Source: an optimization exercise on an open RTL-to-GDS flow (aim: small area, a short achievable clock period and few clock cycles per item). Production flows keep margins and buffers that such runs may drop. Where RTL was checked, it was by simulation tests only, not by an equivalence proof against the original. No functional check of the RTL was part of runs 1, 3 and 4. No activity file was given, so power comes from the tool's default toggle rates.

File: design.v
package hrst_pkg;
  localparam int unsigned KEY_W  = 32;
  localparam int unsigned DATA_W = 32;
  localparam int unsigned LIVE_W = 7;
  typedef enum logic [1:0] {
    OP_INSERT = 2'd0,
    OP_LOOKUP = 2'd1,
    OP_DELETE = 2'd2
  } op_e;
  typedef enum logic [1:0] {
    ST_OK             = 2'd0,
    ST_NOT_FOUND      = 2'd1,
    ST_FULL           = 2'd2,
    ST_KEYS_EXHAUSTED = 2'd3
  } status_e;
  typedef struct packed {
    logic [1:0]        operation;
    logic [KEY_W-1:0]  key;
    logic [DATA_W-1:0] value;
  } in_item_t;
  typedef struct packed {
    logic [1:0]        status;
    logic [KEY_W-1:0]  assigned_key;
    logic [DATA_W-1:0] found_value;
    logic [LIVE_W-1:0] live_count;
  } out_item_t;
endpackage
module hrst_ctrl #(
  parameter int unsigned VALUE_WIDTH = 32
) (
  input  logic                       clk_i,
  input  logic                       rst_ni,
  input  logic                       in_valid_i,
  output logic                       in_stall_o,
  input  hrst_pkg::in_item_t         in_item_i,
  output logic                       adv_o,
  output logic                       exec_o,
  input  logic                       ins_block_i,
  output logic                       ins_b_next_o,
  input  logic                       pend_full_i,
  output logic [hrst_pkg::KEY_W-1:0] key_a_o,
  output logic [hrst_pkg::KEY_W-1:0] key_an_o,
  output logic [1:0]                 op_b_o,
  output logic [VALUE_WIDTH-1:0]     val_b_o,
  input  hrst_pkg::out_item_t        res_i,
  input  logic                       out_stall_i,
  output logic                       out_valid_o,
  output hrst_pkg::out_item_t        out_item_o
);
  logic                a_v_q, a_v_d;
  logic                b_v_q, b_v_d;
  logic                stall_q, stall_d;
  logic                head_v_q, head_v_d;
  logic                skid_v_q, skid_v_d;
  hrst_pkg::in_item_t  a_q;
  logic [hrst_pkg::KEY_W-1:0] a_keyn_q;
  logic [1:0]          op_b_q;
  logic [VALUE_WIDTH-1:0] val_b_q;
  hrst_pkg::out_item_t head_q, skid_q;
  logic                accept, take, head_free;
  assign exec_o    = b_v_q && !skid_v_q && !ins_block_i;
  assign adv_o     = a_v_q && (!b_v_q || exec_o);
  assign accept    = in_valid_i && !stall_q;
  assign take      = head_v_q && !out_stall_i;
  assign head_free = !head_v_q || take;
  assign a_v_d    = accept || (a_v_q && !adv_o);
  assign b_v_d    = adv_o || (b_v_q && !exec_o);
  assign head_v_d = head_free ? (skid_v_q || exec_o) : 1'b1;
  assign skid_v_d = head_free ? 1'b0 : (skid_v_q || exec_o);
  assign ins_b_next_o = adv_o ? (a_q.operation == hrst_pkg::OP_INSERT)
                              : (op_b_q == hrst_pkg::OP_INSERT);
  assign stall_d  = a_v_d && b_v_d && (skid_v_d || (ins_b_next_o && pend_full_i));
  always_ff @(posedge clk_i or negedge rst_ni) begin
    if (!rst_ni) begin
      a_v_q    <= 1'b0;
      b_v_q    <= 1'b0;
      stall_q  <= 1'b0;
      head_v_q <= 1'b0;
      skid_v_q <= 1'b0;
    end else begin
      a_v_q    <= a_v_d;
      b_v_q    <= b_v_d;
      stall_q  <= stall_d;
      head_v_q <= head_v_d;
      skid_v_q <= skid_v_d;
    end
  end
  always_ff @(posedge clk_i) begin
    if (!stall_q) begin
      a_q      <= in_item_i;
      a_keyn_q <= ~in_item_i.key;
    end
    if (adv_o) begin
      op_b_q  <= a_q.operation;
      val_b_q <= a_q.value[VALUE_WIDTH-1:0];
    end
    if (head_free) begin
      head_q <= skid_v_q ? skid_q : res_i;
    end
    if (!head_free && !skid_v_q) begin
      skid_q <= res_i;
    end
  end
  assign in_stall_o  = stall_q;
  assign key_a_o     = a_q.key;
  assign key_an_o    = a_keyn_q;
  assign op_b_o      = op_b_q;
  assign val_b_o     = val_b_q;
  assign out_valid_o = head_v_q;
  assign out_item_o  = head_q;
endmodule
module hrst_dpath #(
  parameter int unsigned CAPACITY    = 64,
  parameter int unsigned VALUE_WIDTH = 32,
  parameter int unsigned NPOINT      = 8,
  parameter int unsigned NPEND       = 3
) (
  input  logic                       clk_i,
  input  logic                       rst_ni,
  input  logic                       adv_i,
  input  logic                       exec_i,
  output logic                       ins_block_o,
  output logic                       pend_full_next_o,
  input  logic [hrst_pkg::KEY_W-1:0] key_a_i,
  input  logic [hrst_pkg::KEY_W-1:0] key_an_i,
  input  logic [1:0]                 op_b_i,
  input  logic [VALUE_WIDTH-1:0]     val_b_i,
  output hrst_pkg::out_item_t        res_o
);
  localparam int unsigned CW   = $clog2(CAPACITY + 1);
  localparam int unsigned PIW  = (NPEND > 1) ? $clog2(NPEND) : 1;
  localparam int unsigned STEP = CAPACITY / NPOINT;
  localparam int unsigned KW   = hrst_pkg::KEY_W;
  localparam logic [CW-1:0] CapC = CW'(CAPACITY);
  logic [CAPACITY-1:0] rv_q, rv_d;
  logic [KW-1:0]          rk_q [CAPACITY];
  logic [VALUE_WIDTH-1:0] rd_q [CAPACITY];
  logic [NPEND-1:0]       pv_q, pv_d;
  logic                   pend_blk_q;
  logic [KW-1:0]          pk_q [NPEND];
  logic [VALUE_WIDTH-1:0] pd_q [NPEND];
  logic [CW-1:0] count_q, count_inc_q, count_dec_q, count_d;
  logic [KW:0]   next_key_q, next_key_inc_q;
  logic          full_q;
  logic [CAPACITY-1:0] mr_q, mr_base, mr_d;
  logic [NPEND-1:0]    mp_q, mp_base, mp_d;
  logic [CAPACITY-1:0] mr_a, mr_b, kill_r;
  logic [NPEND-1:0]    mp_a, mp_b, kill_p, tgt, src, placed;
  logic [NPOINT-1:0]   avail, pt;
  logic                next_match, place, any_avail, src_kill;
  logic [PIW-1:0]      src_idx;
  logic [KW-1:0]          src_key;
  logic [VALUE_WIDTH-1:0] src_val;
  logic                is_ins, is_lkp, is_del, hit, ins_ok, del_ok, key_exh, ins_go;
  logic [VALUE_WIDTH-1:0] fval;
  always_comb begin
    for (int k = 0; k < NPOINT; k++) begin
      avail[k] = !rv_q[(k*STEP + CAPACITY - 1) % CAPACITY];
    end
    any_avail = |avail;
    pt = '0;
    for (int k = NPOINT-1; k >= 0; k--) begin
      if (avail[k]) pt = NPOINT'(1) << k;
    end
    src     = '0;
    src_idx = '0;
    for (int x = NPEND-1; x >= 0; x--) begin
      if (pv_q[x]) begin
        src     = NPEND'(1) << x;
        src_idx = PIW'(x);
      end
    end
    place    = (|pv_q) && any_avail;
    placed   = place ? src : '0;
    src_key  = pk_q[src_idx];
    src_val  = pd_q[src_idx];
    src_kill = |(kill_p & src);
    tgt = '0;
    for (int x = NPEND-1; x >= 0; x--) begin
      if (!pv_q[x] || placed[x]) tgt = NPEND'(1) << x;
    end
  end
  assign next_match = ((key_an_i ^ next_key_q[KW-1:0]) == '1);
  always_comb begin
    for (int i = 0; i < CAPACITY; i++) begin
      if (i < CAPACITY / 2) begin
        mr_a[i] = rv_q[i] && (rk_q[i] == key_a_i);
      end else begin
        mr_a[i] = rv_q[i] && ((rk_q[i] ^ key_an_i) == '1);
      end
    end
    for (int x = 0; x < NPEND; x++) begin
      mp_a[x] = pv_q[x] && ((pk_q[x] ^ key_an_i) == '1);
    end
  end
  always_comb begin
    mr_base = adv_i ? mr_a : mr_q;
    mp_base = adv_i ? mp_a : mp_q;
    for (int i = 0; i < CAPACITY; i++) begin
      mr_d[i] = mr_base[(i + CAPACITY - 1) % CAPACITY];
    end
    for (int k = 0; k < NPOINT; k++) begin
      if (place && pt[k]) mr_d[k*STEP] = |(mp_base & src);
    end
    mp_d = (mp_base & ~placed) | (adv_i ? (tgt & {NPEND{next_match}}) : '0);
  end
  always_ff @(posedge clk_i) begin
    mr_q <= mr_d;
    mp_q <= mp_d;
  end
  assign is_ins  = (op_b_i == hrst_pkg::OP_INSERT);
  assign is_lkp  = (op_b_i == hrst_pkg::OP_LOOKUP);
  assign is_del  = (op_b_i == hrst_pkg::OP_DELETE);
  assign key_exh = next_key_q[KW];
  assign ins_ok  = is_ins && !key_exh && !full_q;
  assign ins_block_o = ins_ok && pend_blk_q;
  assign ins_go  = exec_i && ins_ok;
  assign mr_b    = mr_q & rv_q;
  assign mp_b    = mp_q & pv_q;
  assign hit     = (|mr_b) || (|mp_b);
  assign del_ok  = is_del && hit;
  assign kill_r  = {CAPACITY{exec_i && is_del}} & mr_q;
  assign kill_p  = {NPEND{exec_i && is_del}} & mp_q;
  always_comb begin
    fval = '0;
    for (int i = 0; i < CAPACITY; i++) begin
      fval = fval | ({VALUE_WIDTH{mr_b[i]}} & rd_q[i]);
    end
    for (int x = 0; x < NPEND; x++) begin
      fval = fval | ({VALUE_WIDTH{mp_b[x]}} & pd_q[x]);
    end
  end
  always_comb begin
    count_d = count_q;
    if (ins_ok) begin
      count_d = count_inc_q;
    end else if (del_ok) begin
      count_d = count_dec_q;
    end
  end
  always_comb begin
    res_o              = '0;
    res_o.status       = hrst_pkg::ST_NOT_FOUND;
    res_o.live_count   = count_d[hrst_pkg::LIVE_W-1:0];
    if (is_ins) begin
      if (key_exh) begin
        res_o.status = hrst_pkg::ST_KEYS_EXHAUSTED;
      end else if (full_q) begin
        res_o.status = hrst_pkg::ST_FULL;
      end else begin
        res_o.status       = hrst_pkg::ST_OK;
        res_o.assigned_key = next_key_q[KW-1:0];
      end
    end else if ((is_lkp || is_del) && hit) begin
      res_o.status = hrst_pkg::ST_OK;
    end
    if (is_lkp) begin
      res_o.found_value = fval;
    end
  end
  always_comb begin
    for (int i = 0; i < CAPACITY; i++) begin
      rv_d[i] = rv_q[(i + CAPACITY - 1) % CAPACITY] && !kill_r[(i + CAPACITY - 1) % CAPACITY];
    end
    for (int k = 0; k < NPOINT; k++) begin
      if (place && pt[k]) rv_d[k*STEP] = !src_kill;
    end
    pv_d = (pv_q & ~placed & ~kill_p) | (ins_go ? tgt : '0);
  end
  always_comb begin
    logic any_avail_n;
    any_avail_n = 1'b0;
    for (int k = 0; k < NPOINT; k++) begin
      any_avail_n = any_avail_n || !rv_d[(k*STEP + CAPACITY - 1) % CAPACITY];
    end
    pend_full_next_o = (&pv_d) && !any_avail_n;
  end
  always_ff @(posedge clk_i or negedge rst_ni) begin
    if (!rst_ni) begin
      rv_q       <= '0;
      pv_q       <= '0;
      pend_blk_q <= 1'b0;
    end else begin
      rv_q       <= rv_d;
      pv_q       <= pv_d;
      pend_blk_q <= pend_full_next_o;
    end
  end
  always_ff @(posedge clk_i) begin
    for (int i = 0; i < CAPACITY; i++) begin
      rk_q[i] <= rk_q[(i + CAPACITY - 1) % CAPACITY];
      rd_q[i] <= rd_q[(i + CAPACITY - 1) % CAPACITY];
    end
    for (int k = 0; k < NPOINT; k++) begin
      if (place && pt[k]) begin
        rk_q[k*STEP] <= src_key;
        rd_q[k*STEP] <= src_val;
      end
    end
    for (int x = 0; x < NPEND; x++) begin
      if (ins_go && tgt[x]) begin
        pk_q[x] <= next_key_q[KW-1:0];
        pd_q[x] <= val_b_i;
      end
    end
  end
  always_ff @(posedge clk_i or negedge rst_ni) begin
    if (!rst_ni) begin
      count_q     <= '0;
      count_inc_q <= CW'(1);
      count_dec_q <= '1;
      full_q      <= 1'b0;
      next_key_q     <= '0;
      next_key_inc_q <= (KW+1)'(1);
    end else if (exec_i) begin
      count_q     <= count_d;
      count_inc_q <= count_d + CW'(1);
      count_dec_q <= count_d - CW'(1);
      full_q      <= (count_d == CapC);
      if (ins_ok) begin
        next_key_q     <= next_key_inc_q;
        next_key_inc_q <= next_key_inc_q + (KW+1)'(1);
      end
    end
  end
endmodule
module handle_registry_sorted_table #(
  parameter int unsigned CAPACITY    = 64,
  parameter int unsigned VALUE_WIDTH = 32
) (
  input  logic                clk_i,
  input  logic                rst_ni,
  input  logic                in_valid_i,
  output logic                in_stall_o,
  input  hrst_pkg::in_item_t  in_item_i,
  output logic                out_valid_o,
  input  logic                out_stall_i,
  output hrst_pkg::out_item_t out_item_o
);
  logic                       adv, exec, ins_block, ins_b_next, pend_full_next;
  logic [hrst_pkg::KEY_W-1:0] key_a, key_an;
  logic [1:0]                 op_b;
  logic [VALUE_WIDTH-1:0]     val_b;
  hrst_pkg::out_item_t        res;
  hrst_ctrl #(
    .VALUE_WIDTH (VALUE_WIDTH)
  ) u_ctrl (
    .clk_i       (clk_i),
    .rst_ni      (rst_ni),
    .in_valid_i  (in_valid_i),
    .in_stall_o  (in_stall_o),
    .in_item_i   (in_item_i),
    .adv_o       (adv),
    .exec_o      (exec),
    .ins_block_i (ins_block),
    .ins_b_next_o(ins_b_next),
    .pend_full_i (pend_full_next),
    .key_a_o     (key_a),
    .key_an_o    (key_an),
    .op_b_o      (op_b),
    .val_b_o     (val_b),
    .res_i       (res),
    .out_stall_i (out_stall_i),
    .out_valid_o (out_valid_o),
    .out_item_o  (out_item_o)
  );
  hrst_dpath #(
    .CAPACITY    (CAPACITY),
    .VALUE_WIDTH (VALUE_WIDTH)
  ) u_dpath (
    .clk_i  (clk_i),
    .rst_ni (rst_ni),
    .adv_i  (adv),
    .exec_i (exec),
    .ins_block_o (ins_block),
    .pend_full_next_o (pend_full_next),
    .key_a_i(key_a),
    .key_an_i(key_an),
    .op_b_i (op_b),
    .val_b_i(val_b),
    .res_o  (res)
  );
endmodule
File: flow/run.sh
#!/bin/bash
# Layout: the standard flow (standard.sh), with the input and output ports buffered by
# sky130_fd_sc_hd__buf_4 instead of the cell buffer_ports picks by default (a delay buffer).
# The make output goes to flow_make.log here; ORFS's own logs stay under orfs/logs/.
set -euo pipefail
export BUFFER_PORTS_ARGS="-buffer_cell sky130_fd_sc_hd__buf_4"
bash standard.sh > flow_make.log 2>&1
File: standard.sh
#!/bin/bash
# synth_recipe.tcl (not shown) runs the flow's synth.tcl, then flattens the netlist and writes it again
# the make line also repeats each setting of config.mk as NAME=value (left out here)
make -C /OpenROAD-flow-scripts/flow DESIGN_CONFIG=/design/flow/config.mk WORK_HOME=/design/flow/orfs CLKGATE_MAP_FILE= SYNTH_SCRIPT=/design/flow/synth_recipe.tcl "${@:-finish}"
File: config.mk
export PLATFORM = sky130hd
export DESIGN_NAME = handle_registry_sorted_table
export DESIGN_NICKNAME = handle_registry_sorted_table
export VERILOG_FILES = /design/flow/design.v
export SDC_FILE = /design/flow/constraint.sdc
export NUM_CORES = 4
export LEC_CHECK = 0
export CAP_MARGIN = 30
export CORE_MARGIN = 2
export CORE_UTILIZATION = 40
export SLEW_MARGIN = 40
export SYNTH_MEMORY_MAX_BITS = 8192
File: constraint.sdc
create_clock -name core_clock -period 10.0 [get_ports {clk_i}]
set_input_delay 2.0000 -clock core_clock [delete_from_list [all_inputs] [get_ports {clk_i}]]
set_output_delay 2.0000 -clock core_clock [all_outputs]
set_load 0.01 [all_outputs]
==> results of run 1 <==
-- cells in the final DEF (no fill, tap or decap), types with 287 or more instances in the layout --
| cell type | instances |
|---|---|
| sky130_fd_sc_hd__a21oi_1 | 503 |
| sky130_fd_sc_hd__a221oi_1 | 399 |
| sky130_fd_sc_hd__a22o_1 | 471 |
| sky130_fd_sc_hd__buf_4 | 401 |
| sky130_fd_sc_hd__clkbuf_16 | 475 |
| sky130_fd_sc_hd__dfxtp_1 | 4163 |
| sky130_fd_sc_hd__edfxtp_1 | 470 |
| sky130_fd_sc_hd__nand2_1 | 287 |
| sky130_fd_sc_hd__nand4_1 | 431 |
| sky130_fd_sc_hd__nor2_1 | 479 |
| sky130_fd_sc_hd__nor4_1 | 301 |
| sky130_fd_sc_hd__xnor2_1 | 1124 |
| sky130_fd_sc_hd__xor2_1 | 1077 |
-- cell usage after synthesis (4+ instances only) --
cell type | number | area (um^2)
sky130_fd_sc_hd__dfxtp_1 | 4163 | 83340
sky130_fd_sc_hd__a22oi_1 | 242 | 1817
sky130_fd_sc_hd__and3_1 | 10 | 62.56
sky130_fd_sc_hd__xnor2_1 | 1124 | 9844
sky130_fd_sc_hd__nand4_1 | 431 | 2696
sky130_fd_sc_hd__xor2_1 | 1077 | 9433
sky130_fd_sc_hd__buf_1 | 184 | 690.7
sky130_fd_sc_hd__nor4_1 | 313 | 1958
sky130_fd_sc_hd__ha_1 | 7 | 87.58
sky130_fd_sc_hd__nand2b_1 | 4 | 25.02
sky130_fd_sc_hd__nand3_1 | 175 | 875.8
sky130_fd_sc_hd__nor3_1 | 112 | 560.5
sky130_fd_sc_hd__a2111oi_0 | 4 | 35.03
sky130_fd_sc_hd__a21boi_0 | 56 | 420.4
sky130_fd_sc_hd__dfrtp_1 | 152 | 3804
sky130_fd_sc_hd__a21oi_1 | 541 | 2708
sky130_fd_sc_hd__and4_1 | 6 | 52.55
sky130_fd_sc_hd__nor2_1 | 487 | 1828
sky130_fd_sc_hd__o21ai_0 | 104 | 520.5
sky130_fd_sc_hd__mux2_2 | 67 | 754.5
sky130_fd_sc_hd__a222oi_1 | 30 | 300.3
sky130_fd_sc_hd__or4_4 | 6 | 67.56
sky130_fd_sc_hd__mux2i_1 | 4 | 40.04
sky130_fd_sc_hd__and2_1 | 97 | 606.8
sky130_fd_sc_hd__clkbuf_1 | 525 | 1971
sky130_fd_sc_hd__o31ai_1 | 56 | 420.4
sky130_fd_sc_hd__inv_2 | 4 | 15.01
sky130_fd_sc_hd__o22ai_1 | 4 | 25.02
sky130_fd_sc_hd__or4_1 | 7 | 52.55
sky130_fd_sc_hd__a221oi_1 | 399 | 3495
sky130_fd_sc_hd__a21o_1 | 5 | 37.54
sky130_fd_sc_hd__edfxtp_1 | 470 | 14110
sky130_fd_sc_hd__nand2_1 | 288 | 1081
sky130_fd_sc_hd__inv_1 | 52 | 195.2
sky130_fd_sc_hd__or3_1 | 4 | 25.02
sky130_fd_sc_hd__dfstp_2 | 8 | 210.2
sky130_fd_sc_hd__and2_0 | 4 | 25.02
sky130_fd_sc_hd__a211oi_1 | 6 | 45.04
sky130_fd_sc_hd__a22o_1 | 471 | 4125
sky130_fd_sc_hd__o31a_1 | 32 | 280.3
-- where the power goes --
| group | switching (uW) | internal, uW |
|---|---|---|
| clock | 7600 | 10200 |
| combinational | 4180 | 2200 |
| sequential | 1860 | 21800 |
-- layer usage --
metal	vias up	wire, um	track usage
li1	41820	-	-
met5	-	107	0
met1	50830	228100	0.3819
met3	1797	58910	0.06441
met2	6797	256300	0.4596
met4	14	43690	0.1908
-- worst max path at each step --
stage	cells past startpoint	endpoint	slack, ps	from
CTS	7	u_dpath.pk_q[1][21]	5990	u_dpath.rv_q[7]
finish	7	u_dpath.pk_q[1][20]	5960	u_dpath.rv_q[7]
global route	7	u_dpath.pk_q[1][13]	5770	u_dpath.rv_q[7]
floorplan	2	u_ctrl.skid_q[0]	2570	out_stall_i
detailed placement	5	u_ctrl.skid_q[35]	5330	out_stall_i
global placement	5	u_ctrl.skid_q[34]	5380	out_stall_i
-- layout make-up --
| class | instances | area [um^2] | area share |
|---|---|---|---|
| clock buffers | 694 | 13810 | 0.08011 |
| well taps | 4972 | 6221 | 0.03609 |
| multi-input cells | 6214 | 45310 | 0.2628 |
| diodes | 35 | 87.58 | 0.0005081 |
| clock inverters | 152 | 1674 | 0.009711 |
| repair buffers | 440 | 3598 | 0.02087 |
| flip-flops and latches | 4793 | 101500 | 0.5886 |
| inverters | 56 | 216.5 | 0.001256 |
-- cell families (layout without fill, tap and decap cells) --
kind of cell,Yosys count,count (layout),share of synthesized area
AOI/OAI and AO/OA,1972,1972,0.09680
other,0,35,0
and+or+nand+nor,1963,1963,0.06769
adders and majority gates,7,7,0.0005876
xor gates and xnor gates,2201,2201,0.1293
DFF,4793,4793,0.6808
muxes,71,71,0.005331
buffers and inverters,769,1342,0.01948
-- sequential cells by signal, indices dropped and copies added (netlist names), 66 cells and up --
name and count:
u_dpath.rd_q 2048, u_dpath.rk_q 2048, u_dpath.pd_q 96, u_dpath.pk_q 96
u_ctrl.head_q 73, u_ctrl.skid_q 73, u_ctrl.a_q 66
-- through the flow --
stage	setup slack [ps]	area, um^2	utilization
floorplan	2565	149000	-
global placement	5385	156300	0.4206
detailed placement	5326	156700	0.4216
CTS	5988	172200	0.4632
global route	5771	172300	0.4637
finish	5960	172400	0.4639
==> out/qor.txt, run 1 <==
=================================================================================================
Number of port buffers .............................................................          144
Via-per-instance ratio .............................................................        5.834
Vias after detailed routing ........................................................       101.3k
Post-DP HPWL .......................................................................    371100 um
Flop-to-flop setup slack ...........................................................      5960 ps
Post-synthesis instance total ......................................................       11.78k
Critical Path Max Stage Delay ......................................................       650 ps
Peak VDD IR ........................................................................    0.1675 mV
Initial cell density of the core ...................................................       0.4011
Worst Path Class, Setup ............................................................ flop to flop
List of cells traversed by the critical path ....................................... nand4_1 > nor3_1 > buf_4 > nand3_1 > nor2_4 > buf_16 > buf_4
Critical path peak fanout ..........................................................           45
CP Capture Type ....................................................................         flop
Total GRT Usage ....................................................................       0.2990
Crit-path leading delay family ..................................................... simple AND/OR/NAND/NOR gates
Standard-cell rows .................................................................          224
Ys Warns ...........................................................................            6
Slew at the pin closest to its max-slew limit ......................................      1021 ps
Min-Delay Path Depth ...............................................................            0
CTS H-Tree Depth ...................................................................            5
Die extent in y ....................................................................     614.4 um
Vias in the first global route .....................................................       100.5k
Final setup vio count ..............................................................            0
Run status ......................................................................... finished clean
Number of antenna-violating nets in the routed design ..............................            0
Post-CTS Setup Bufs ................................................................            0
Worst-skew pair later-pin latency ..................................................      1030 ps
Capture point of the worst reg-to-reg path ......................................... u_dpath.pk_q[1][20]
Unrepaired setup endpoints after global routing ....................................        false
Clock transition at path regs ......................................................        70 ps
Clock root buffer .................................................................. sky130_fd_sc_hd__clkbuf_16
Signal arrival time at the worst endpoint ..........................................      4650 ps
Number of sinks driven by the clock tree ...........................................         4793
Overall power ......................................................................     47780 uW
Max-cap violation count ............................................................            0
Share of cells above drive strength 1 ..............................................       0.1142
Cell depth of the worst flop-to-flop path ..........................................            7
Worst relative slew slack ..........................................................       0.3194
Hold crit path type ................................................................ flop to flop
Hold path start .................................................................... u_dpath.rd_q[33][3]
Quantity of gates resized following cts ............................................            0
Routed length per placed instance ..................................................     33.83 um
Final number of hold-violating endpoints ...........................................            0
Count of hold buffers inserted by post-cts repair ..................................            0
Number of detailed-routing iterations run before antenna repair ....................            8
Share of the clock period used by the worst path ...................................       0.4040
TritonCTS clock tree ...............................................................        built
Req. time, crit path ...............................................................     10610 ps
Iter 0 DRT Violations ..............................................................       14.37k
Layout fillers .....................................................................       33.08k
Most frequent CP cell .............................................................. sky130_fd_sc_hd__buf_4
Most common flop cell mapped by yosys .............................................. sky130_fd_sc_hd__dfxtp_1
Nets in the synthesized netlist ....................................................       11.85k
Post-synthesis area per instance ...................................................   12.66 um^2
P_leak .............................................................................   0.06535 uW
Post-synthesis sequential element count ............................................         4793
Synthesis-to-finish area growth ....................................................       15.66%
Die extent in x ....................................................................     614.4 um
Total congestion overflow ..........................................................            0
Die ar. ............................................................................  377500 um^2
Largest net degree at the start of global routing ..................................          132
Net count of the finished layout ...................................................       12.04k
Shortest period the worst path allows ..............................................      4040 ps
Part of the Yosys area used for sequential elements ................................       0.6808
Number of cells in the design after placement ......................................       16.47k
Number of buffers created by CTS ...................................................          455
Maximum buffer depth of the clock tree .............................................            4
Startpoint Class ...................................................................         flop
Power density over the cells ....................................................... 277.1 nW/um^2
Capture endpoint of the worst hold path ............................................ u_dpath.rd_q[34][3]
Core footprint .....................................................................  371600 um^2
Achievable Freq ....................................................................   0.2475 GHz
Setup TNS ..........................................................................         0 ps
Routability congestion estimate from global placement ..............................       0.9498
Cell Count, Final, Fillers Out .....................................................       17.36k
EDFF count, synth ..................................................................          470
Clock Skew .........................................................................     89.77 ps
Hold slack final ...................................................................     285.3 ps
Post-synth ARST share ..............................................................      0.03338
DRC ................................................................................            0
Start of the worst register-to-register path ....................................... u_dpath.rv_q[7]
Cell area after synthesis ..........................................................  149000 um^2
Antenna violations before repair ...................................................           32
Pins Over Slew Limit ...............................................................            0
Number of distinct library cell variants in the gate-level netlist after synthesis .           71
Final Routed Wirelength ............................................................    587100 um
Buffers & Inverters on Critical Path ...............................................            3
Wire length of the first global-routing pass .......................................    801100 um
Master of the slowest instance on the critical path ................................ sky130_fd_sc_hd__buf_4
Count of boundary I/O pins .........................................................          145
=================================================================================================
==> run 2, diff against run 1 <==
--- a/design.v
+++ b/design.v
@@ -41,3 +41,2 @@
   output logic [hrst_pkg::KEY_W-1:0] key_a_o,
-  output logic [hrst_pkg::KEY_W-1:0] key_an_o,
   output logic [1:0]                 op_b_o,
@@ -55,3 +54,2 @@
   hrst_pkg::in_item_t  a_q;
-  logic [hrst_pkg::KEY_W-1:0] a_keyn_q;
   logic [1:0]          op_b_q;
@@ -89,4 +87,3 @@
     if (!stall_q) begin
-      a_q      <= in_item_i;
-      a_keyn_q <= ~in_item_i.key;
+      a_q <= in_item_i;
     end
@@ -105,3 +102,2 @@
   assign key_a_o     = a_q.key;
-  assign key_an_o    = a_keyn_q;
   assign op_b_o      = op_b_q;
@@ -124,3 +120,2 @@
   input  logic [hrst_pkg::KEY_W-1:0] key_a_i,
-  input  logic [hrst_pkg::KEY_W-1:0] key_an_i,
   input  logic [1:0]                 op_b_i,
@@ -138,3 +133,2 @@
   logic [NPEND-1:0]       pv_q, pv_d;
-  logic                   pend_blk_q;
   logic [KW-1:0]          pk_q [NPEND];
@@ -142,3 +136,3 @@
   logic [CW-1:0] count_q, count_inc_q, count_dec_q, count_d;
-  logic [KW:0]   next_key_q, next_key_inc_q;
+  logic [KW:0]   next_key_q;
   logic          full_q;
@@ -182,13 +176,9 @@
   end
-  assign next_match = ((key_an_i ^ next_key_q[KW-1:0]) == '1);
+  assign next_match = (key_a_i == next_key_q[KW-1:0]);
   always_comb begin
     for (int i = 0; i < CAPACITY; i++) begin
-      if (i < CAPACITY / 2) begin
-        mr_a[i] = rv_q[i] && (rk_q[i] == key_a_i);
-      end else begin
-        mr_a[i] = rv_q[i] && ((rk_q[i] ^ key_an_i) == '1);
-      end
+      mr_a[i] = rv_q[i] && (rk_q[i] == key_a_i);
     end
     for (int x = 0; x < NPEND; x++) begin
-      mp_a[x] = pv_q[x] && ((pk_q[x] ^ key_an_i) == '1);
+      mp_a[x] = pv_q[x] && (pk_q[x] == key_a_i);
     end
@@ -215,3 +205,3 @@
   assign ins_ok  = is_ins && !key_exh && !full_q;
-  assign ins_block_o = ins_ok && pend_blk_q;
+  assign ins_block_o = ins_ok && (&(pv_q & ~placed));
   assign ins_go  = exec_i && ins_ok;
@@ -279,9 +269,7 @@
     if (!rst_ni) begin
-      rv_q       <= '0;
-      pv_q       <= '0;
-      pend_blk_q <= 1'b0;
+      rv_q <= '0;
+      pv_q <= '0;
     end else begin
-      rv_q       <= rv_d;
-      pv_q       <= pv_d;
-      pend_blk_q <= pend_full_next_o;
+      rv_q <= rv_d;
+      pv_q <= pv_d;
     end
@@ -312,4 +300,3 @@
       full_q      <= 1'b0;
-      next_key_q     <= '0;
-      next_key_inc_q <= (KW+1)'(1);
+      next_key_q  <= '0;
     end else if (exec_i) begin
@@ -320,4 +307,3 @@
       if (ins_ok) begin
-        next_key_q     <= next_key_inc_q;
-        next_key_inc_q <= next_key_inc_q + (KW+1)'(1);
+        next_key_q <= next_key_q + (KW+1)'(1);
       end
@@ -340,3 +326,3 @@
   logic                       adv, exec, ins_block, ins_b_next, pend_full_next;
-  logic [hrst_pkg::KEY_W-1:0] key_a, key_an;
+  logic [hrst_pkg::KEY_W-1:0] key_a;
   logic [1:0]                 op_b;
@@ -358,3 +344,2 @@
     .key_a_o     (key_a),
-    .key_an_o    (key_an),
     .op_b_o      (op_b),
@@ -377,3 +362,2 @@
     .key_a_i(key_a),
-    .key_an_i(key_an),
     .op_b_i (op_b),
==> run.sh (new file) <==
#!/bin/bash
# synth_recipe.tcl (not shown) runs the flow's synth.tcl, then flattens the netlist and writes it again
# the make line also repeats each setting of config.mk as NAME=value (left out here)
make -C /OpenROAD-flow-scripts/flow DESIGN_CONFIG=/design/flow/config.mk WORK_HOME=/design/flow/orfs CLKGATE_MAP_FILE= SYNTH_SCRIPT=/design/flow/synth_recipe.tcl finish
removed: flow/run.sh
removed: standard.sh
==> out/qor.txt, run 2 <==
=================================================================================================
Run status ......................................................................... failed layout checks
Layout check failures .............................................................. antenna rules
Initial cell density of the core ...................................................       0.4017   +0.0006331
Final setup vio count ..............................................................            0   unchanged
Vias after detailed routing ........................................................       100.9k   -0.34%
Crit-path leading delay family .....................................................   flip-flops
Pins Over Slew Limit ...............................................................            0   unchanged
Master of the slowest instance on the critical path ................................ sky130_fd_sc_hd__edfxtp_1
Final setup margin .................................................................      5685 ps   -274.7 ps
Signal arrival time at the worst endpoint ..........................................      2320 ps   -2330 ps
Hold crit path type ................................................................ flop to flop
Number of port buffers .............................................................          144   unchanged
Via-per-instance ratio .............................................................        5.957   +2.1%
Post-synthesis area per instance ...................................................   12.69 um^2   +0.27%
TritonCTS clock tree ...............................................................        built
Share of cells above drive strength 1 ..............................................      0.09992   -0.01426
Synth top area share ...............................................................       0.5676   +0.008429
Post-CTS Setup Bufs ................................................................            0   unchanged
Clock Power Share ..................................................................        0.332   -0.040
Die extent in x ....................................................................     609.9 um   -0.74%
Cell-internal power ................................................................     37080 uW   +8.6%
Largest cells by area after synthesis .............................................. sky130_fd_sc_hd__dfxtp_1 (57%), sky130_fd_sc_hd__xnor2_1 (10%), sky130_fd_sc_hd__edfxtp_1 (9.0%)
Nets in the synthesized netlist ....................................................       11.65k   -1.7%
Top cells by count, synth .......................................................... sky130_fd_sc_hd__dfxtp_1 (4163), sky130_fd_sc_hd__xnor2_1 (1692), sky130_fd_sc_hd__nand4_1 (560)
DP Worst Slack .....................................................................      5551 ps   +224.7 ps
Post-DP HPWL .......................................................................    365900 um   -1.4%
Critical Path Max Stage Delay ......................................................       700 ps   +50 ps
Clock transition at path regs ......................................................        70 ps   about the same
Vias in the first global route .....................................................       99.97k   -0.57%
Die extent in y ....................................................................     609.9 um   -0.74%
Slew at the pin closest to its max-slew limit ......................................     993.3 ps   -27.59 ps
Achievable Freq ....................................................................   0.2317 GHz   -6.4%
Req. time, crit path ...............................................................      8000 ps   -2610 ps
Buffers & Inverters on Critical Path ...............................................            1   -2
Max-cap violation count ............................................................            0   unchanged
Post-synthesis instance total ......................................................       11.57k   -1.7%
Combinational share of power .......................................................        0.153   +0.019
Clock root buffer .................................................................. sky130_fd_sc_hd__clkbuf_16
CTS H-Tree Depth ...................................................................            5   unchanged
Post-synth ARST share ..............................................................      0.02666   -0.006727
Power density over the cells ....................................................... 312.5 nW/um^2   +13%
Routed length per placed instance ..................................................     35.05 um   +3.6%
Synthesis-to-finish area growth ....................................................       15.91%
Count of hold buffers inserted by post-cts repair ..................................            0   unchanged
Net count of the finished layout ...................................................       11.78k   -2.2%
Startpoint Class ...................................................................         flop
Largest net degree at the start of global routing ..................................          136   +3.0%
Total congestion overflow ..........................................................            0   unchanged
Most common flop cell mapped by yosys .............................................. sky130_fd_sc_hd__dfxtp_1
Number of distinct library cell variants in the gate-level netlist after synthesis .           72   +1.4%
Largest registers .................................................................. u_dpath.rd_q: 2048 flops, u_dpath.rk_q: 2048 flops
Design Area, Final .................................................................  170200 um^2   -1.3%
Core footprint .....................................................................  365500 um^2   -1.6%
Worst relative slew slack ..........................................................       0.3378   +0.01839
EDFF count, synth ..................................................................          438   -6.8%
Wire length of the first global-routing pass .......................................    804600 um   +0.43%
Final number of hold-violating endpoints ...........................................            0   unchanged
Most frequent cells in the layout .................................................. sky130_fd_sc_hd__dfxtp_1 (4163), sky130_fd_sc_hd__xnor2_1 (1692), sky130_fd_sc_hd__nand4_1 (560)
Dpl cell area ......................................................................  154600 um^2   -1.3%
Net switching component of the power ...............................................     16100 uW   +18%
Maximum buffer depth of the clock tree .............................................            4   unchanged
Unrepaired setup endpoints after global routing ....................................        false
List of cells traversed by the critical path ....................................... clkdlybuf4s50_1
Number of antenna-violating nets in the routed design ..............................            1   +1
Post-synthesis sequential element count ............................................         4727   -1.4%
P_leak .............................................................................   0.06171 uW   -5.6%
Setup TNS ..........................................................................         0 ps   unchanged
Sw Ratio ...........................................................................       0.3027   +0.01715
Shortest period the worst path allows ..............................................      4315 ps   +274.7 ps
Layout fillers .....................................................................       32.30k   -2.4%
Cell area after synthesis ..........................................................  146800 um^2   -1.5%
Sequential Power Share .............................................................        0.515   +0.021
Number of sinks driven by the clock tree ...........................................         4727   -1.4%
Cell with the most instances after synthesis ....................................... sky130_fd_sc_hd__dfxtp_1
Quantity of gates resized following cts ............................................            0   unchanged
Die ar. ............................................................................  371900 um^2   -1.5%
Iter 0 DRT Violations ..............................................................       14.83k   +3.2%
Total GRT Usage ....................................................................       0.3078   +0.008825
CP Capture Type ....................................................................  output port
Antenna violations before repair ...................................................           50   +56%
Worst Path Class, Setup ............................................................ flop to output port
Number of detailed-routing iterations run before antenna repair ....................           12   +4
Routability congestion estimate from global placement ..............................       0.9755   +2.7%
DRC ................................................................................            0   unchanged
Worst-skew pair later-pin latency ..................................................      1030 ps   about the same
Peak VDD IR ........................................................................    0.2415 mV   +44%
Critical path peak fanout ..........................................................            1   -98%
Final Routed Wirelength ............................................................    593600 um   +1.1%
Leading cell type in the layout, fill and taps excluded ............................ sky130_fd_sc_hd__dfxtp_1
Part of the Yosys area used for sequential elements ................................       0.6787   -0.002085
Ys Warns ...........................................................................            6   unchanged
Share of the clock period used by the worst path ...................................       0.4315   +0.02747
Standard-cell rows .................................................................          222   -0.89%
Count of boundary I/O pins .........................................................          145   unchanged
Clock Skew .........................................................................     81.60 ps   -8.162 ps
Library cell occupying the most area in the post-synthesis netlist ................. sky130_fd_sc_hd__dfxtp_1
Number of buffers created by CTS ...................................................          439   -3.5%
=================================================================================================
run 2: final timing paths:
check / endpoint / cells after the start / from / slack (ps)
min in group asynchronous: u_dpath.next_key_q[19] / 1 / rst_ni / 990
setup reg to reg: u_dpath.mr_q[16] / 11 / u_ctrl.a_q[47] / 5830
hold reg to reg: u_dpath.rd_q[9][28] / 0 / u_dpath.rd_q[8][28] / 280
hold / removal: u_dpath.rd_q[9][28] / 0 / u_dpath.rd_q[8][28] / 280
setup / recovery: out_item_o[9] / 1 / u_ctrl.head_q[9] / 5680
max in group asynchronous: u_dpath.rv_q[46] / 2 / rst_ni / 7890
run 2: power by group through the flow:
stage,Clock (uW),Sequential [uW],Combinational (uW)
after CTS,17700,27200,7970
after floorplan,0,25800,5160
after global routing,18400,27500,8530
after detailed placement,0,27500,7910
final,17700,27400,8120
after global placement,0,27500,7830
run 2: layout make-up:
type	count	area (um^2)	share of cell area
clock inverter	168	2168	0.01274
tap	4816	6026	0.03541
antenna	43	107.6	0.0006322
sequential	4727	99660	0.5856
clock buffer	652	13180	0.07746
inverter	28	115.1	0.0006764
timing repair buffer	396	3882	0.02281
multi-input combinational	6109	45050	0.2647
run 2: metrics by stage:
step / util / cells / total power, uW / hold slack (ps)
global placement: 0.4218 / 16060 / 35300 / 332.5
floorplan: - / 11570 / 30950 / 329.8
detailed placement: 0.4231 / 16080 / 35400 / 335.6
CTS: 0.4651 / 16900 / 52820 / 281.6
global route: 0.4653 / 16900 / 54490 / 291.9
finish: 0.4656 / 16940 / 53180 / 277.1
run 2: layer usage:
layer	track usage	up-vias	part of all wire
met5	0	-	0.00028
met4	0.2049	21	0.075
met3	0.07514	2108	0.11
met2	0.4686	7464	0.44
met1	0.3881	50200	0.38
li1	-	41120	-
run 2: kinds of logic after synthesis:
| logic type | share of synthesized area |
|---|---|
| flops | 0.6787 |
| xor+xnor | 0.1312 |
| compound gates | 0.09803 |
| simple gates | 0.06630 |
| buf+inv | 0.01940 |
| mux | 0.005760 |
| fa+ha+maj | 0.0005965 |
run 2: worst register-to-register path, stage by stage (launching register included):
cell and delay (ps):
sky130_fd_sc_hd__edfxtp_1 370, sky130_fd_sc_hd__buf_12 430, sky130_fd_sc_hd__buf_4 750, sky130_fd_sc_hd__xnor2_1 260
sky130_fd_sc_hd__nand4_1 120, sky130_fd_sc_hd__nor4_1 500, sky130_fd_sc_hd__nand4_1 140, sky130_fd_sc_hd__or4_1 580
sky130_fd_sc_hd__o21ai_0 300, sky130_fd_sc_hd__mux2i_1 160, sky130_fd_sc_hd__buf_4 290, sky130_fd_sc_hd__a21oi_1 240
Testbench counts of run 2, summed over its fixed seeds: cycles 16,085, items 16,000.
==> run 3, diff against run 2 <==
--- a/design.v
+++ b/design.v
@@ -41,2 +41,3 @@
   output logic [hrst_pkg::KEY_W-1:0] key_a_o,
+  output logic [hrst_pkg::KEY_W-1:0] key_an_o,
   output logic [1:0]                 op_b_o,
@@ -54,2 +55,3 @@
   hrst_pkg::in_item_t  a_q;
+  logic [hrst_pkg::KEY_W-1:0] a_keyn_q;
   logic [1:0]          op_b_q;
@@ -87,3 +89,4 @@
     if (!stall_q) begin
-      a_q <= in_item_i;
+      a_q      <= in_item_i;
+      a_keyn_q <= ~in_item_i.key;
     end
@@ -96,3 +99,3 @@
     end
-    if (!head_free && !skid_v_q) begin
+    if (!skid_v_q) begin
       skid_q <= res_i;
@@ -102,2 +105,3 @@
   assign key_a_o     = a_q.key;
+  assign key_an_o    = a_keyn_q;
   assign op_b_o      = op_b_q;
@@ -120,2 +124,3 @@
   input  logic [hrst_pkg::KEY_W-1:0] key_a_i,
+  input  logic [hrst_pkg::KEY_W-1:0] key_an_i,
   input  logic [1:0]                 op_b_i,
@@ -135,4 +140,6 @@
   logic [VALUE_WIDTH-1:0] pd_q [NPEND];
-  logic [CW-1:0] count_q, count_inc_q, count_dec_q, count_d;
-  logic [KW:0]   next_key_q;
+  logic [CW-1:0] count_q, count_inc_q, count_dec_q, count_d, count_inc_d, count_dec_d;
+  logic [CW-1:0] count_inc2, count_dec2;
+  logic          full_d, near_full_q;
+  logic [KW:0]   next_key_q, next_key_inc_q;
   logic          full_q;
@@ -141,5 +148,6 @@
   logic [CAPACITY-1:0] mr_a, mr_b, kill_r;
-  logic [NPEND-1:0]    mp_a, mp_b, kill_p, tgt, src, placed;
-  logic [NPOINT-1:0]   avail, pt;
-  logic                next_match, place, any_avail, src_kill;
+  logic [NPEND-1:0]    mp_a, mp_b, kill_p, tgt, placed;
+  logic [NPEND-1:0]    placed_q, placed_d, tgt_q, tgt_d;
+  logic [NPOINT-1:0]   pt, pt_q, pt_d;
+  logic                next_match, place, src_kill, src_live;
   logic [PIW-1:0]      src_idx;
@@ -150,35 +158,58 @@
   always_comb begin
+    src_idx = '0;
+    for (int x = NPEND-1; x >= 0; x--) begin
+      if (placed_q[x]) src_idx = PIW'(x);
+    end
+    place    = |placed_q;
+    pt       = pt_q;
+    placed   = placed_q;
+    tgt      = tgt_q;
+    src_key  = pk_q[src_idx];
+    src_val  = pd_q[src_idx];
+    src_kill = |(kill_p & placed_q);
+    src_live = |(pv_q & placed_q);
+  end
+  always_comb begin
+    logic [NPEND-1:0]  pv_n, src_n;
+    logic [NPOINT-1:0] avail_n;
+    pv_n = (pv_q & ~placed_q) | (ins_go ? tgt_q : '0);
     for (int k = 0; k < NPOINT; k++) begin
-      avail[k] = !rv_q[(k*STEP + CAPACITY - 1) % CAPACITY];
+      avail_n[k] = !rv_q[(k*STEP + CAPACITY - 2) % CAPACITY];
     end
-    any_avail = |avail;
-    pt = '0;
+    pt_d = '0;
     for (int k = NPOINT-1; k >= 0; k--) begin
-      if (avail[k]) pt = NPOINT'(1) << k;
+      if (avail_n[k]) pt_d = NPOINT'(1) << k;
     end
-    src     = '0;
-    src_idx = '0;
+    src_n = '0;
     for (int x = NPEND-1; x >= 0; x--) begin
-      if (pv_q[x]) begin
-        src     = NPEND'(1) << x;
-        src_idx = PIW'(x);
-      end
+      if (pv_n[x]) src_n = NPEND'(1) << x;
     end
-    place    = (|pv_q) && any_avail;
-    placed   = place ? src : '0;
-    src_key  = pk_q[src_idx];
-    src_val  = pd_q[src_idx];
-    src_kill = |(kill_p & src);
-    tgt = '0;
+    placed_d = (|avail_n) ? src_n : '0;
+    tgt_d = '0;
     for (int x = NPEND-1; x >= 0; x--) begin
-      if (!pv_q[x] || placed[x]) tgt = NPEND'(1) << x;
+      if (!pv_n[x] || placed_d[x]) tgt_d = NPEND'(1) << x;
     end
   end
-  assign next_match = (key_a_i == next_key_q[KW-1:0]);
+  always_ff @(posedge clk_i or negedge rst_ni) begin
+    if (!rst_ni) begin
+      placed_q <= '0;
+      pt_q     <= '0;
+      tgt_q    <= NPEND'(1);
+    end else begin
+      placed_q <= placed_d;
+      pt_q     <= pt_d;
+      tgt_q    <= tgt_d;
+    end
+  end
+  assign next_match = ((key_an_i ^ next_key_q[KW-1:0]) == '1);
   always_comb begin
     for (int i = 0; i < CAPACITY; i++) begin
-      mr_a[i] = rv_q[i] && (rk_q[i] == key_a_i);
+      if (i < CAPACITY / 2) begin
+        mr_a[i] = rv_q[i] && (rk_q[i] == key_a_i);
+      end else begin
+        mr_a[i] = rv_q[i] && ((rk_q[i] ^ key_an_i) == '1);
+      end
     end
     for (int x = 0; x < NPEND; x++) begin
-      mp_a[x] = pv_q[x] && (pk_q[x] == key_a_i);
+      mp_a[x] = pv_q[x] && ((pk_q[x] ^ key_an_i) == '1);
     end
@@ -192,3 +223,3 @@
     for (int k = 0; k < NPOINT; k++) begin
-      if (place && pt[k]) mr_d[k*STEP] = |(mp_base & src);
+      if (place && pt[k]) mr_d[k*STEP] = |(mp_base & placed);
     end
@@ -205,3 +236,3 @@
   assign ins_ok  = is_ins && !key_exh && !full_q;
-  assign ins_block_o = ins_ok && (&(pv_q & ~placed));
+  assign ins_block_o = ins_ok && !(|tgt_q);
   assign ins_go  = exec_i && ins_ok;
@@ -222,8 +253,19 @@
   end
+  assign count_inc2 = count_inc_q + CW'(1);
+  assign count_dec2 = count_dec_q - CW'(1);
   always_comb begin
-    count_d = count_q;
+    count_d     = count_q;
+    count_inc_d = count_inc_q;
+    count_dec_d = count_dec_q;
+    full_d      = full_q;
     if (ins_ok) begin
-      count_d = count_inc_q;
+      count_d     = count_inc_q;
+      count_inc_d = count_inc2;
+      count_dec_d = count_q;
+      full_d      = near_full_q;
     end else if (del_ok) begin
-      count_d = count_dec_q;
+      count_d     = count_dec_q;
+      count_inc_d = count_q;
+      count_dec_d = count_dec2;
+      full_d      = 1'b0;
     end
@@ -255,3 +297,3 @@
     for (int k = 0; k < NPOINT; k++) begin
-      if (place && pt[k]) rv_d[k*STEP] = !src_kill;
+      if (place && pt[k]) rv_d[k*STEP] = src_live && !src_kill;
     end
@@ -259,10 +301,3 @@
   end
-  always_comb begin
-    logic any_avail_n;
-    any_avail_n = 1'b0;
-    for (int k = 0; k < NPOINT; k++) begin
-      any_avail_n = any_avail_n || !rv_d[(k*STEP + CAPACITY - 1) % CAPACITY];
-    end
-    pend_full_next_o = (&pv_d) && !any_avail_n;
-  end
+  assign pend_full_next_o = !(|tgt_d);
   always_ff @(posedge clk_i or negedge rst_ni) begin
@@ -300,10 +335,14 @@
       full_q      <= 1'b0;
-      next_key_q  <= '0;
+      near_full_q <= 1'b0;
+      next_key_q     <= '0;
+      next_key_inc_q <= (KW+1)'(1);
     end else if (exec_i) begin
       count_q     <= count_d;
-      count_inc_q <= count_d + CW'(1);
-      count_dec_q <= count_d - CW'(1);
-      full_q      <= (count_d == CapC);
+      count_inc_q <= count_inc_d;
+      count_dec_q <= count_dec_d;
+      full_q      <= full_d;
+      near_full_q <= (count_inc_d == CapC);
       if (ins_ok) begin
-        next_key_q <= next_key_q + (KW+1)'(1);
+        next_key_q     <= next_key_inc_q;
+        next_key_inc_q <= next_key_inc_q + (KW+1)'(1);
       end
@@ -326,3 +365,3 @@
   logic                       adv, exec, ins_block, ins_b_next, pend_full_next;
-  logic [hrst_pkg::KEY_W-1:0] key_a;
+  logic [hrst_pkg::KEY_W-1:0] key_a, key_an;
   logic [1:0]                 op_b;
@@ -344,2 +383,3 @@
     .key_a_o     (key_a),
+    .key_an_o    (key_an),
     .op_b_o      (op_b),
@@ -362,2 +402,3 @@
     .key_a_i(key_a),
+    .key_an_i(key_an),
     .op_b_i (op_b),
==> flow/run.sh (new file) <==
#!/bin/bash
# Layout: the standard flow (standard.sh), with the input and output ports buffered by
# sky130_fd_sc_hd__buf_4 instead of the cell buffer_ports picks by default (a delay buffer).
# The make output goes to flow_make.log here; ORFS's own logs stay under orfs/logs/.
set -euo pipefail
export BUFFER_PORTS_ARGS="-buffer_cell sky130_fd_sc_hd__buf_4"
bash standard.sh > flow_make.log 2>&1
==> standard.sh (new file) <==
#!/bin/bash
# synth_recipe.tcl (not shown) runs the flow's synth.tcl, then flattens the netlist and writes it again
# the make line also repeats each setting of config.mk as NAME=value (left out here)
make -C /OpenROAD-flow-scripts/flow DESIGN_CONFIG=/design/flow/config.mk WORK_HOME=/design/flow/orfs CLKGATE_MAP_FILE= SYNTH_SCRIPT=/design/flow/synth_recipe.tcl "${@:-finish}"
removed: run.sh
==> out/qor.txt, run 3 <==
=================================================================================================
Run status ......................................................................... finished clean
Post-synth ARST share ..............................................................      0.03640   +0.009742
Post-synthesis area per instance ...................................................   12.57 um^2   -0.93%
Setup TNS ..........................................................................         0 ps   unchanged
Post-DP HPWL .......................................................................    362200 um   -1.0%
CP Capture Type ....................................................................         flop
Sequential Power Share .............................................................        0.509   -0.006
Power density over the cells ....................................................... 297.7 nW/um^2   -4.7%
Final setup vio count ..............................................................            0   unchanged
Signal arrival time at the worst endpoint ..........................................      4650 ps   +2330 ps
Die ar. ............................................................................  376100 um^2   +1.1%
Worst Path Class, Setup ............................................................ flop to flop
Critical path peak fanout ..........................................................           21   +20
Startpoint Class ...................................................................         flop
DRC ................................................................................            0   unchanged
Core utilization of the finished layout ............................................       0.4660   about the same
Top cells by count, synth .......................................................... sky130_fd_sc_hd__dfxtp_1 (4236), sky130_fd_sc_hd__xor2_1 (1105), sky130_fd_sc_hd__xnor2_1 (1088)
Number of antenna-violating nets in the routed design ..............................            0   -1
Overall power ......................................................................     51200 uW   -3.7%
Count of boundary I/O pins .........................................................          145   unchanged
Die extent in x ....................................................................     613.3 um   +0.56%
Achievable Freq ....................................................................   0.2512 GHz   +8.4%
Vias in the first global route .....................................................       99.61k   -0.36%
Final number of hold-violating endpoints ...........................................            0   unchanged
Shortest period the worst path allows ..............................................      3981 ps   -333.7 ps
Dpl cell area ......................................................................  156000 um^2   +0.85%
Number of detailed-routing iterations run before antenna repair ....................           12   unchanged
Vias after detailed routing ........................................................       100.8k   -0.12%
Design Area, Final .................................................................  172000 um^2   +1.1%
Flop-to-flop setup slack ...........................................................      6020 ps   +190 ps
Combinational share of power .......................................................        0.139   -0.014
Sw Ratio ...........................................................................       0.2965   -0.006257
Total GRT Usage ....................................................................       0.2926   -0.01527
Initial cell density of the core ...................................................       0.4023   +0.0005875
Most frequent cells in the layout .................................................. sky130_fd_sc_hd__dfxtp_1 (4236), sky130_fd_sc_hd__xor2_1 (1105), sky130_fd_sc_hd__xnor2_1 (1088)
Number of port buffers .............................................................          144   unchanged
EDFF count, synth ..................................................................          397   -9.4%
Share of cells above drive strength 1 ..............................................       0.1116   +0.01171
Via-per-instance ratio .............................................................        5.793   -2.8%
P_leak .............................................................................   0.06539 uW   +6.0%
Count of hold buffers inserted by post-cts repair ..................................            0   unchanged
Total congestion overflow ..........................................................            0   unchanged
Library cell occupying the most area in the post-synthesis netlist ................. sky130_fd_sc_hd__dfxtp_1
Number of distinct library cell variants in the gate-level netlist after synthesis .           62   -14%
Largest registers .................................................................. u_dpath.rd_q: 2048 flops, u_dpath.rk_q: 2048 flops
Clock Skew .........................................................................     92.84 ps   +11.24 ps
Cell area after synthesis ..........................................................  148500 um^2   +1.1%
Most common flop cell mapped by yosys .............................................. sky130_fd_sc_hd__dfxtp_1
Antenna violations before repair ...................................................           57   +14%
Clock root buffer .................................................................. sky130_fd_sc_hd__clkbuf_16
Req. time, crit path ...............................................................     10670 ps   +2670 ps
Synth top area share ...............................................................       0.5711   +0.003486
Largest net degree at the start of global routing ..................................           90   -34%
Worst relative slew slack ..........................................................       0.3344   -0.003445
Net count of the finished layout ...................................................       12.05k   +2.3%
Routed length per placed instance ..................................................     32.67 um   -6.8%
Peak VDD IR ........................................................................    0.1703 mV   -29%
Routability congestion estimate from global placement ..............................       0.9605   -1.5%
CTS H-Tree Depth ...................................................................            5   unchanged
Number of sinks driven by the clock tree ...........................................         4808   +1.7%
Part of the Yosys area used for sequential elements ................................       0.6809   +0.002233
Wire length of the first global-routing pass .......................................    779800 um   -3.1%
Clock transition at path regs ......................................................        70 ps   about the same
Slew at the pin closest to its max-slew limit ......................................     998.4 ps   +5.168 ps
Largest cells by area after synthesis .............................................. sky130_fd_sc_hd__dfxtp_1 (57%), sky130_fd_sc_hd__edfxtp_1 (8.0%), sky130_fd_sc_hd__xor2_1 (6.5%)
Max-cap violation count ............................................................            0   unchanged
Ys Warns ...........................................................................            6   unchanged
Quantity of gates resized following cts ............................................            0   unchanged
Post-CTS Setup Bufs ................................................................            0   unchanged
Number of buffers created by CTS ...................................................          457   +4.1%
Post-synthesis sequential element count ............................................         4808   +1.7%
Cell-internal power ................................................................     36020 uW   -2.9%
TritonCTS clock tree ...............................................................        built
Die extent in y ....................................................................     613.3 um   +0.56%
Net switching component of the power ...............................................     15180 uW   -5.7%
Synthesis-to-finish area growth ....................................................       15.84%   about the same
Iter 0 DRT Violations ..............................................................       14.14k   -4.6%
Leading cell type in the layout, fill and taps excluded ............................ sky130_fd_sc_hd__dfxtp_1
Clock Power Share ..................................................................        0.352   +0.020
Post-synthesis instance total ......................................................       11.81k   +2.1%
Cell with the most instances after synthesis ....................................... sky130_fd_sc_hd__dfxtp_1
Nets in the synthesized netlist ....................................................       11.89k   +2.1%
Final Routed Wirelength ............................................................    568400 um   -4.2%
Worst-skew pair later-pin latency ..................................................      1030 ps   about the same
Unrepaired setup endpoints after global routing ....................................        false
Hold crit path type ................................................................ flop to flop
Share of the clock period used by the worst path ...................................       0.3981   -0.03337
Pins Over Slew Limit ...............................................................            0   unchanged
Maximum buffer depth of the clock tree .............................................            4   unchanged
Core footprint .....................................................................  369100 um^2   +0.98%
Standard-cell rows .................................................................          223   +0.45%
=================================================================================================
==> run 3: cell types whose count changed after synthesis, moves of 150 or more <==
| cell | change |
|---|---|
| sky130_fd_sc_hd__xor2_1 | +597 |
| sky130_fd_sc_hd__nor2_1 | -456 |
| sky130_fd_sc_hd__o21ai_0 | +484 |
| sky130_fd_sc_hd__nor4_1 | +150 |
| sky130_fd_sc_hd__a21oi_1 | -451 |
| sky130_fd_sc_hd__xnor2_1 | -604 |
| sky130_fd_sc_hd__nand2_1 | +557 |
==> run 3: metrics by stage <==
step	cells	setup WS, ps	hold slack, ps
after floorplan	11810	5901	329.8
after global routing	17340	5876	306.8
after CTS	17320	5973	298.5
after global placement	16440	5835	332.0
after detailed placement	16460	6015	335.5
final	17400	6019	287.6
==> run 3: cells by family (layout without fill, tap and decap cells) <==
logic type                 Yosys count  in the layout  share of synthesized area
AOI/OAI and AO/OA                 2034           2034                    0.09834
xor gates and xnor gates          2193           2193                     0.1293
adders and majority gates            6              6                  0.0005055
buffers and inverters              773           1333                    0.02027
DFF                               4808           4808                     0.6809
muxes                               52             52                   0.003817
other                                0             77                          0
and+or+nand+nor                   1945           1945                    0.06681
==> run 3: path summary, 6_finish.rpt <==
path,end,from,cells past startpoint
max,u_ctrl.head_q[4],u_dpath.rv_q[44],10
min,u_dpath.rd_q[26][31],u_dpath.rd_q[25][31],0
max reg2reg,u_ctrl.head_q[4],u_dpath.rv_q[44],10
min reg2reg,u_dpath.rd_q[26][31],u_dpath.rd_q[25][31],0
max in group asynchronous,u_dpath.rv_q[17],rst_ni,2
min in group asynchronous,u_dpath.count_q[5],rst_ni,1
==> run 3: area by class of cell <==
type	instances	area [um^2]
well taps	4950	6193
clock inverters	189	2103
clock buffers	671	13690
repair buffers	419	3460
diodes	77	192.7
multi-input cells	6230	45050
flip-flops and latches	4808	101100
inverters	54	210.2
fillers	32710	197100
==> run 3: power by group through the flow <==
stage	registers (uW)	logic (uW)	clock network [uW]
after global placement	26200	6850	0
after floorplan	24900	4500	0
after global routing	26200	7500	18900
after CTS	25900	7010	18100
final	26100	7130	18000
after detailed placement	26200	6960	0
==> run 3: metal layers <==
layer	GRT usage	up-vias	routed length, um
met5	0	-	180
met4	0.1581	22	33040
met3	0.07480	1806	59660
met2	0.4540	6902	252700
met1	0.3732	50180	222900
li1	-	41870	-
==> run 3: worst max-delay path, cell delays in order (launching register included) <==
cell and delay [ps]:
sky130_fd_sc_hd__dfrtp_1 400, sky130_fd_sc_hd__and2_2 380, sky130_fd_sc_hd__buf_4 420, sky130_fd_sc_hd__nor4_1 300, sky130_fd_sc_hd__nand3_1 90, sky130_fd_sc_hd__or4_1 700
sky130_fd_sc_hd__o21ai_0 340, sky130_fd_sc_hd__buf_4 280, sky130_fd_sc_hd__mux2_2 360, sky130_fd_sc_hd__mux2i_1 190, sky130_fd_sc_hd__o21ai_0 150
==> run 4, diff against run 3 <==
==> flow/run.sh (replaced) <==
#!/bin/bash
# Layout: the standard flow (standard.sh) with two changes to how it optimises:
#  - the input and output ports are buffered by sky130_fd_sc_hd__buf_4 instead of the cell
#    buffer_ports picks by default (a delay buffer);
#  - timing repair aims for setup slack SETUP_SLACK_MARGIN ns beyond the constraint, so that it
#    works on the paths that set the achieved period. The clock and the SDC are the standard flow's.
# The make output goes to flow_make.log here; ORFS's own logs stay under orfs/logs/.
set -euo pipefail
export BUFFER_PORTS_ARGS="-buffer_cell sky130_fd_sc_hd__buf_4"
export SETUP_SLACK_MARGIN=6.5
bash standard.sh > flow_make.log 2>&1
==> out/qor.txt, run 4 <==
=================================================================================================
Antenna violations before repair ...................................................           59   +3.5%
Top cells by count, synth .......................................................... sky130_fd_sc_hd__dfxtp_1 (4236), sky130_fd_sc_hd__xor2_1 (1105), sky130_fd_sc_hd__xnor2_1 (1088)
Synth top area share ...............................................................       0.5711   unchanged
CTS H-Tree Depth ...................................................................            5   unchanged
Final setup margin .................................................................      6226 ps   +207.9 ps
Slew at the pin closest to its max-slew limit ......................................     995.8 ps   -2.674 ps
Shortest period the worst path allows ..............................................      3774 ps   -207.9 ps
Number of antenna-violating nets in the routed design ..............................            0   unchanged
Vias in the first global route .....................................................       100.4k   +0.80%
Share of cells above drive strength 1 ..............................................       0.1134   +0.001751
Clock transition at path regs ......................................................        70 ps   about the same
Via-per-instance ratio .............................................................        5.815   +0.39%
Cell-internal power ................................................................     36350 uW   +0.90%
Total congestion overflow ..........................................................            0   unchanged
Routability congestion estimate from global placement ..............................       0.9510   -0.99%
Buffers & Inverters on Critical Path ...............................................            1   -1
Net count of the finished layout ...................................................       12.05k   +0.025%
Sw Ratio ...........................................................................       0.2962   about the same
Nets in the synthesized netlist ....................................................       11.89k   unchanged
Unrepaired setup endpoints after global routing ....................................         true
Hold crit path type ................................................................ flop to flop
Capture endpoint of the worst hold path ............................................ u_dpath.rd_q[27][1]
Number of distinct library cell variants in the gate-level netlist after synthesis .           62   unchanged
Library cell occupying the most area in the post-synthesis netlist ................. sky130_fd_sc_hd__dfxtp_1
Die extent in x ....................................................................     613.3 um   unchanged
Max-cap violation count ............................................................            0   unchanged
Part of the Yosys area used for sequential elements ................................       0.6809   unchanged
Req. time, crit path ...............................................................      8000 ps   -2670 ps
Worst Path Class, Setup ............................................................ flop to output port
Die extent in y ....................................................................     613.3 um   unchanged
Number of detailed-routing iterations run before antenna repair ....................            9   -3
Largest cells by area after synthesis .............................................. sky130_fd_sc_hd__dfxtp_1 (57%), sky130_fd_sc_hd__edfxtp_1 (8.0%), sky130_fd_sc_hd__xor2_1 (6.5%)
Net switching component of the power ...............................................     15300 uW   +0.80%
Post-synthesis instance total ......................................................       11.81k   unchanged
Clock root buffer .................................................................. sky130_fd_sc_hd__clkbuf_16
Peak VDD IR ........................................................................    0.1897 mV   +11%
Hold path start .................................................................... u_dpath.rd_q[26][1]
Final setup vio count ..............................................................            0   unchanged
Post-synth ARST share ..............................................................      0.03640   unchanged
Number of sinks driven by the clock tree ...........................................         4808   unchanged
Flop-to-flop setup slack ...........................................................      6510 ps   +490 ps
Final Routed Wirelength ............................................................    571300 um   +0.51%
Synthesis-to-finish area growth ....................................................       16.40%
Routed length per placed instance ..................................................     32.85 um   +0.55%
Number of buffers created by CTS ...................................................          456   -0.22%
Iter 0 DRT Violations ..............................................................       14.47k   +2.3%
Sequential Power Share .............................................................        0.504   -0.005
Count of boundary I/O pins .........................................................          145   unchanged
Signal arrival time at the worst endpoint ..........................................      1770 ps   -2880 ps
Most common flop cell mapped by yosys .............................................. sky130_fd_sc_hd__dfxtp_1
Cell with the most instances after synthesis ....................................... sky130_fd_sc_hd__dfxtp_1
Number of port buffers .............................................................          144   unchanged
Critical path peak fanout ..........................................................            1   -95%
Min-Delay Path Depth ...............................................................            0   unchanged
Clock Skew .........................................................................     62.35 ps   -30.50 ps
Layout fillers .....................................................................       32.54k   -0.52%
Share of the clock period used by the worst path ...................................       0.3774   -0.02079
Capture point of the worst reg-to-reg path ......................................... u_dpath.count_dec_q[2]
DP Worst Slack .....................................................................      6056 ps   +41.06 ps
Combinational share of power .......................................................        0.142   +0.003
Clock Power Share ..................................................................        0.353   about the same
Final number of hold-violating endpoints ...........................................            0   unchanged
Achievable Freq ....................................................................   0.2650 GHz   +5.5%
Die ar. ............................................................................  376100 um^2   unchanged
Master of the slowest instance on the critical path ................................ sky130_fd_sc_hd__edfxtp_1
Worst relative slew slack ..........................................................       0.3300   -0.004339
Wire length of the first global-routing pass .......................................    781200 um   +0.17%
Total GRT Usage ....................................................................       0.2931   +0.0005286
CP Capture Type ....................................................................  output port
Pins Over Slew Limit ...............................................................            0   unchanged
Startpoint Class ...................................................................         flop
Post-synthesis area per instance ...................................................   12.57 um^2   unchanged
Ys Warns ...........................................................................            6   unchanged
P_leak .............................................................................   0.06561 uW   +0.34%
Start of the worst register-to-register path ....................................... u_dpath.rv_q[56]
Run status ......................................................................... finished clean
Cell Count, Final, Fillers Out .....................................................       17.39k   -0.040%
Number of cells in the design after placement ......................................       16.45k   -0.043%
Core utilization of the finished layout ............................................       0.4683   +0.002275
Power density over the cells ....................................................... 298.8 nW/um^2   +0.38%
Vias after detailed routing ........................................................       101.1k   +0.35%
List of cells traversed by the critical path .......................................        buf_6
Leading cell type in the layout, fill and taps excluded ............................ sky130_fd_sc_hd__dfxtp_1
Critical Path Max Stage Delay ......................................................       560 ps   -140 ps
Initial cell density of the core ...................................................       0.4023   unchanged
Cell depth of the worst flop-to-flop path ..........................................           10   unchanged
Crit-path leading delay family .....................................................   flip-flops
Post-DP HPWL .......................................................................    360400 um   -0.51%
EDFF count, synth ..................................................................          397   unchanged
TritonCTS clock tree ...............................................................        built
Largest net degree at the start of global routing ..................................           93   +3.3%
Maximum buffer depth of the clock tree .............................................            4   unchanged
Most frequent cells in the layout .................................................. sky130_fd_sc_hd__dfxtp_1 (4236), sky130_fd_sc_hd__xor2_1 (1105), sky130_fd_sc_hd__xnor2_1 (1088)
Standard-cell rows .................................................................          223   unchanged
Worst-skew pair later-pin latency ..................................................      1010 ps   -20 ps
Post-synthesis sequential element count ............................................         4808   unchanged
Setup TNS ..........................................................................         0 ps   unchanged
Cell area after synthesis ..........................................................  148500 um^2   unchanged
Largest registers .................................................................. u_dpath.rd_q: 2048 flops, u_dpath.rk_q: 2048 flops
DRC ................................................................................            0   unchanged
Core footprint .....................................................................  369100 um^2   unchanged
=================================================================================================
-- run 4: cell counts after synthesis --
Identical to the previous run, type by type.
-- run 4: cell families after synthesis --
family / count (synthesis) / synth area share
flip-flops: 4808 / 0.6809
AO/OA/AOI/OAI: 2034 / 0.09834
AND/OR/NAND/NOR: 1945 / 0.06681
adder cells (fa/ha/maj): 6 / 0.0005055
multiplexers: 52 / 0.003817
XOR/XNOR: 2193 / 0.1293
buffers and inverters: 773 / 0.02027
-- run 4: cell type report --
class | instances | area (um^2) | area share
Antenna cell | 67 | 167.7 | 0.0009699
Clock buffer | 667 | 13650 | 0.07899
Clock inverter | 192 | 2310 | 0.01336
Inverter | 54 | 212.7 | 0.001231
Multi-Input combinational cell | 6231 | 45190 | 0.2614
Sequential cell | 4808 | 101100 | 0.5850
Tap cell | 4950 | 6193 | 0.03583
Timing Repair Buffer | 422 | 4010 | 0.02320
-- run 4: how the worst max path moves through the flow --
stage / startpoint / cells after the start / endpoint
finish: u_ctrl.head_q[28] / 1 / out_item_o[28]
global route: u_ctrl.head_q[8] / 1 / out_item_o[8]
detailed placement: u_dpath.pv_q[2] / 11 / u_ctrl.head_q[3]
CTS: u_ctrl.head_q[8] / 1 / out_item_o[8]
floorplan: u_ctrl.op_b_q[0] / 11 / u_ctrl.stall_q
global placement: u_ctrl.op_b_q[0] / 12 / u_ctrl.stall_q
-- run 4: per-stage QoR --
step	total power [uW]	area, um^2	hold WS [ps]
after floorplan	29430	148500	329.8
after global placement	33120	155400	332.9
after detailed placement	33210	156000	335.5
after CTS	51320	172300	299.3
after global routing	53010	172700	306.9
final	51650	172900	306.5
-- run 4: what timing repair did --
item | in CTS | in global routing
endpoints found under the setup margin | 271 | 145
resized for setup | 78 | 54
hold endpoints to repair | 0 | 0
buffers inserted | 3 | 5
hold buffers | 0 | 0
pin swaps | 1 | 3
cloned | 1 | 3
-- run 4: layer usage --
layer | track usage | up-vias | share of wire
li1 | - | 41900 | -
met4 | 0.1567 | 22 | 0.058
met3 | 0.07381 | 1775 | 0.11
met2 | 0.4513 | 7001 | 0.44
met1 | 0.3781 | 50440 | 0.39
met5 | 0 | - | 0.00030
-- run 4: power groups by stage --
stage | Clock, uW | Combinational, uW | Sequential (uW)
3_5_place_dp | 0 | 6980 | 26200
3_3_place_gp | 0 | 6880 | 26200
6_report | 18200 | 7340 | 26100
2_1_floorplan | 0 | 4500 | 24900
4_1_cts | 18300 | 7110 | 25900
5_1_grt | 19100 | 7710 | 26200

static timing again, ports no longer ideal:
The results above use ideal ports. As a check the final layouts listed here were re-extracted and re-timed, cells and wires unchanged. Step 1, drivers: a clkbuf_16 drives clk_i and a buf_2 each remaining input, both assumed. Step 2 also shifts input and output timing later by t, the mid clock arrival at the registers, as if the neighbouring blocks saw the same clock. Slacks: ideal / step 1 / step 2; pairs: ideal / step 1.
run	shift t [ns]	setup slack, ns	worst data-port slew with drivers (ns)
run 1	1.103	5.960 / 5.960 / 5.347	0.12
run 2	1.086	5.685 / 5.580 / 5.535	0.16
run 3	1.095	6.019 / 6.019 / 6.019	0.20
run 4	1.091	6.226 / 6.115 / 6.450	0.14
For run 1, which loses most, drivers alone change the setup slack by 0.000 ns; drivers and shift together by -0.613 ns.
